This design comes from an exercise in tuning for small area, a short achievable clock period and few clock cycles per item on the open sky130 flow, not from production work. The RTL was checked by simulation tests, not by an equivalence proof against the original design. No activity file was given, so power comes from the tool's default toggle rates.

Setup of build 22:
==> flow/design.v <==
package bcld_pkg;
    localparam int unsigned BLK_W    = 32;
    localparam int unsigned SLOT_O_W = 4;
    typedef enum logic [0:0] {
        CMD_ACCESS  = 1'b0,
        CMD_RECLAIM = 1'b1
    } t_cmd;
    typedef enum logic [2:0] {
        ST_HIT      = 3'd0,
        ST_INSERTED = 3'd1,
        ST_FULL     = 3'd2,
        ST_RANGE    = 3'd3,
        ST_EVICTED  = 3'd4,
        ST_EMPTY    = 3'd5
    } t_status;
    typedef struct packed {
        logic touch;
        logic insert;
        logic evict;
    } t_lru_op;
endpackage
module block_cache_lru_directory_core (
    input  logic        i_clk,
    input  logic        i_rst_n,
    input  logic        i_in_valid,
    output logic        o_in_stall,
    input  logic [0:0]  i_cmd,
    input  logic [31:0] i_block_number,
    output logic        o_out_valid,
    input  logic        i_out_stall,
    output logic [2:0]  o_status,
    output logic [3:0]  o_slot,
    output logic [31:0] o_evicted_block,
    input  logic        i_cfg_we,
    input  logic [31:0] i_cfg_data
);
    localparam int N = 16;
    logic [31:0]  r_tag [N];
    logic [N-1:0] r_valid;
    logic [31:0]  r_size;
    logic         r_m [N][N];      
    logic         s1_v;
    logic         s1_cmd;
    logic [31:0]  s1_blk;
    logic         s1_take, n1_v;
    logic         r2_v;
    logic         r2_cmd;
    logic         r2_gt_hi, r2_eq_hi, r2_ge_lo;   
    logic         r2_rng;
    logic [31:0]  r2_key;
    logic [N-1:0] r2_eq;
    logic         r_ov;
    logic [2:0]   r_st;
    logic [3:0]   r_sl;
    logic [31:0]  r_ev;
    logic         q_v;
    logic [2:0]   q_st;
    logic [3:0]   q_sl;
    logic [N-1:0] q_rd;
    logic         pop, r_ld;
    logic         n2_v, nq_v, r_stall;
    logic         adv, take, acc;
    logic [N-1:0] eq_in;
    logic         eq_key;
    logic [N-1:0] match, free_oh, victim, upd, ins_oh, evc_oh, sel_oh, rd_oh;
    logic         hit, full, empty, is_acc, go_acc, ins;
    logic [2:0]   n_st;
    logic [3:0]   n_sl;
    logic [31:0]  n_ev;
    logic         older [N][N];   
    assign adv        = r2_v & ~q_v;
    assign take       = ~r2_v | ~q_v;
    assign acc        = take;
    assign s1_take    = ~s1_v | take;
    assign n1_v       = s1_take ? i_in_valid : s1_v;
    assign o_in_stall = r_stall;
    assign pop        = r_ov & ~i_out_stall;
    assign r_ld       = ~r_ov | pop;
    assign n2_v       = take ? s1_v : r2_v;
    assign nq_v       = q_v ? ~pop : (adv & ~r_ld);
    assign eq_key = (r2_key == s1_blk);
    always_comb begin
        for (int i = 0; i < N; i++) begin
            eq_in[i] = (adv && free_oh[i]) ? eq_key : (r_tag[i] == s1_blk);
        end
    end
    assign r2_rng = r2_gt_hi | (r2_eq_hi & r2_ge_lo);
    always_comb begin
        for (int i = 0; i < N; i++) begin
            match[i] = r_valid[i] & r2_eq[i];
        end
        hit   = |match;
        full  = &r_valid;
        empty = ~|r_valid;
        for (int i = 0; i < N; i++) begin
            free_oh[i] = ~r_valid[i];
            for (int k = 0; k < i; k++) begin
                free_oh[i] = free_oh[i] & r_valid[k];
            end
        end
        for (int j = 0; j < N; j++) begin
            for (int k = 0; k < N; k++) begin
                if (k < j) older[k][j] = ~r_valid[k] | r_m[k][j];
                else if (k > j) older[k][j] = ~r_valid[k] | ~r_m[j][k];
                else older[k][j] = 1'b1;
            end
        end
        for (int j = 0; j < N; j++) begin
            victim[j] = r_valid[j];
            for (int k = 0; k < N; k++) begin
                victim[j] = victim[j] & older[k][j];
            end
        end
        is_acc = ~r2_cmd;
        go_acc = is_acc & ~r2_rng;
        ins    = go_acc & ~hit;
        ins_oh = free_oh & {N{ins}};
        upd    = (match & {N{go_acc}}) | ins_oh;
        evc_oh = victim & {N{r2_cmd}};
        sel_oh = go_acc ? (match | (hit ? '0 : free_oh)) : evc_oh;
        n_sl = '0;
        for (int i = 0; i < N; i++) begin
            if (sel_oh[i]) n_sl = n_sl | 4'(i);
        end
        for (int i = 0; i < N; i++) begin
            q_rd[i] = (q_st == 3'd4) && (q_sl == 4'(i));
        end
        rd_oh = q_v ? q_rd : evc_oh;
        n_ev = '0;
        for (int i = 0; i < N; i++) begin
            if (rd_oh[i]) n_ev = n_ev | r_tag[i];
        end
        if (r2_cmd) n_st = empty ? 3'd5 : 3'd4;
        else if (r2_rng) n_st = 3'd3;
        else if (hit) n_st = 3'd0;
        else if (full) n_st = 3'd2;
        else n_st = 3'd1;
    end
    always_ff @(posedge i_clk) begin
        if (!i_rst_n) begin
            r2_v    <= 1'b0;
            s1_v    <= 1'b0;
            r_stall <= 1'b0;
            r_ov    <= 1'b0;
            q_v     <= 1'b0;
            r_valid <= '0;
            r_size  <= '1;
        end else begin
            if (i_cfg_we) r_size <= i_cfg_data;
            s1_v    <= n1_v;
            r2_v    <= n2_v;
            r_stall <= n1_v & n2_v & nq_v;
            if (adv) begin
                r_valid <= (r_valid & ~evc_oh) | ins_oh;
            end
            if (r_ld) r_ov <= q_v | adv;
            q_v <= nq_v;
        end
    end
    always_ff @(posedge i_clk) begin
        if (s1_take) begin
            s1_cmd <= i_cmd[0];
            s1_blk <= i_block_number;
        end
        if (acc) begin
            r2_cmd   <= s1_cmd;
            r2_key   <= s1_blk;
            r2_eq    <= eq_in;
            r2_gt_hi <= (s1_blk[31:16] >  r_size[31:16]);
            r2_eq_hi <= (s1_blk[31:16] == r_size[31:16]);
            r2_ge_lo <= (s1_blk[15:0]  >= r_size[15:0]);
        end
        if (!q_v) begin
            q_st <= n_st;
            q_sl <= n_sl;
        end
        if (r_ld) begin
            r_st <= q_v ? q_st : n_st;
            r_sl <= q_v ? q_sl : n_sl;
            r_ev <= n_ev;
        end
    end
    for (genvar i = 0; i < N; i++) begin : g_tag
        always_ff @(posedge i_clk) begin
            if (adv && free_oh[i]) r_tag[i] <= r2_key;
        end
    end
    for (genvar i = 0; i < N; i++) begin : g_row
        for (genvar j = i + 1; j < N; j++) begin : g_col
            always_ff @(posedge i_clk) begin
                if (adv && upd[i]) r_m[i][j] <= 1'b1;
                else if (adv && upd[j]) r_m[i][j] <= 1'b0;
            end
        end
    end
    assign o_out_valid     = r_ov;
    assign o_status        = r_st;
    assign o_slot          = r_sl;
    assign o_evicted_block = r_ev;
endmodule
Settings: LEC_CHECK=0, CAP_MARGIN=40, CORE_MARGIN=2, CORE_UTILIZATION=50, CTS_CLUSTER_DIAMETER=80, CTS_CLUSTER_SIZE=18, GPL_TIMING_DRIVEN=0, SETUP_SLACK_MARGIN=4.8, SLEW_MARGIN=40; clock period 7.5 ns.
run.sh (not shown) runs the stock make flow with config.mk's settings and CLKGATE_MAP_FILE= SYNTH_SCRIPT=/design/flow/synth_recipe.tcl, a recipe that flattens the netlist after the stock synthesis.
Per the final summary, build 22 finished and its layout is clean on timing, DRC and antenna.
Testbench counts of build 22, summed over its fixed seeds: cycles 24,024, requests 24,000.
--- input diff build 22..build 69 ---
--- a/flow/config.mk
+++ b/flow/config.mk
@@ -10 +10 @@
-export CORE_UTILIZATION = 50
+export CORE_UTILIZATION = 40
@@ -13,2 +13 @@
-export GPL_TIMING_DRIVEN = 0
-export SETUP_SLACK_MARGIN = 4.8
+export SETUP_SLACK_MARGIN = 5.0
### Flow results
Build 69 went all the way through synthesis, placement and routing and the layout is clean on timing, DRC and antenna. Highest-delay cell along the critical path = sky130_fd_sc_hd__nand4_1: build 22; highest-delay cell along the critical path = sky130_fd_sc_hd__edfxtp_1: build 69. Between build 69 and build 22, the clock-pin slew of the registers on the worst-case setup and hold paths does not differ in any meaningful way. Against build 22, build 69 comes in 0.55 points lower on share of the final layout cell area in sequential cells. Build 69 — global router's overall resource usage 10 points lower, build 22 as reference. Wire length of the first global-routing pass in build 69 vs build 22: down about 0.7%. Cell count: build 69 higher than build 22. Diff build 69 and build 22: worst-case setup margin in the final layout lower in build 22. On power spent charging and discharging nets: between build 69 and build 22, it ends up lower for build 22.
Inputs modified between build 69 and build 51:
--- a/flow/config.mk
+++ b/flow/config.mk
@@ -10 +10 @@
-export CORE_UTILIZATION = 40
+export CORE_UTILIZATION = 50
@@ -13 +13 @@
-export SETUP_SLACK_MARGIN = 5.0
+export SETUP_SLACK_MARGIN = 4.8
==> comparison <==
Build 51 went all the way through the flow, and no timing, DRC or antenna check failed. Compared with build 69, build 51 shows a higher relative slew slack. Going from build 69 to build 51, first-pass GRT wire length shrinks by 29000 um. Final total power, build 69 and build 51, higher one = build 69. Build 69 → build 51: part of the cycle the worst path needs stayed essentially flat; detailed route wirelength on metal2 fell by 12%; core area fell by about 20%; routed wire length fell by about 12%; worst slack at placement rose by 320 ps. Diff build 69 -> build 51 | combinational fraction of design power | decrease of 0.8 points. From build 51 to build 69, inverter count of the layout excluding clock inverters did not move at all.
Input-level comparison between build 10 and build 51:
--- a/flow/config.mk
+++ b/flow/config.mk
@@ -10 +10 @@
-export CORE_UTILIZATION = 50
+export CORE_UTILIZATION = 40
@@ -13 +13 @@
-export SETUP_SLACK_MARGIN = 4.8
+export SETUP_SLACK_MARGIN = 4.5
Results
On final cell count: between build 10 and build 51, it ends up lower for build 51. Build 10 vs build 51: slack of the worst reg-to-reg path down. Across both runs, number of buffers inserted during clock tree synthesis was higher for build 10 than for build 51. Looking at placement-stage worst setup slack, build 10 sits 15 ps higher than build 51 does. Build 10 ended up with r2_eq[15]$_DFFE_PN_ as its worst setup path endpoint; build 51 ended up with o_evicted_block[31]. Taking build 51 as the reference, in build 10 sum of net half-perimeters after detailed placement now sits lower, wire length per cell now sits lower. Per the comparison of build 10 with build 51, post-route fraction of the period consumed by the critical path moved up; hold slack moved down.
The inputs of build 83 differ from those of build 10 as listed below.
--- a/flow/config.mk
+++ b/flow/config.mk
@@ -10 +10 @@
-export CORE_UTILIZATION = 40
+export CORE_UTILIZATION = 60
@@ -13 +13 @@
-export SETUP_SLACK_MARGIN = 4.5
+export SETUP_SLACK_MARGIN = 4.8
[summary]
- Against build 10, build 83 reports a overall fraction of global-route tracks in use that is higher.
- Diff build 10 and build 83: depth of the worst register-to-register path lower in build 10
- The layout cell share with drive strength beyond 1 of build 83 exceeds that of build 10 by 3.6 points.
- Build 83 — weighted congestion reported at the end of routability-driven placement 0.080 higher, build 10 as reference
- The lower inserted tap cell count came out of build 83.
- Taking build 10 as the reference, in build 83 area overhead of the layout relative to synthesis lost 0.22 points, maximum clock frequency higher, worst endpoint required time lost 30 ps, via density per instance rose 1.1.
Edits applied to the flow inputs when going from build 83 to build 61:
--- a/flow/config.mk
+++ b/flow/config.mk
@@ -10 +10 @@
-export CORE_UTILIZATION = 60
+export CORE_UTILIZATION = 40
### Flow results
Going from build 83 to build 61, maximum frequency grew by a few percent.
The lower routed wire length of build 83 and build 61 is in build 83.
Per the comparison of build 61 with build 83, total chip power climbed 2.8%, arrival time of the worst setup path dropped 30 ps, leakage power climbed about 3.8%.

-- static timing again, ports no longer ideal --
In the flow no input, the clock included, has a driving cell. The finished layouts below were timed again as built, in two steps.
Step 1 sets driving cells, clkbuf_16 on the clock port and buf_2 on the other inputs (assumed; they add their load-dependent delay and slew).
Step 2 also shifts input and output timing later by t, the mid clock arrival at the registers, as if the neighbouring blocks saw the same clock.
Three values: ideal ports, drivers, drivers and shift; two values: the first two.
run	shift t [ns]	setup slack, ns	worst setup path at the end
build 22	0.728	4.379 / 4.379 / 4.350	input to register
build 69	0.757	4.570 / 4.499 / 4.501	input to register
build 51	0.735	4.573 / 4.495 / 4.199	input to register
build 10	0.740	4.402 / 4.402 / 4.402	register to register
build 83	0.719	4.511 / 4.511 / 4.266	input to register
build 61	0.744	4.588 / 4.524 / 4.478	input to register
After both steps every run listed still meets setup and hold. The setup slack of build 51, which loses most, moves by -0.078 ns with the drivers and by -0.374 ns with both steps.
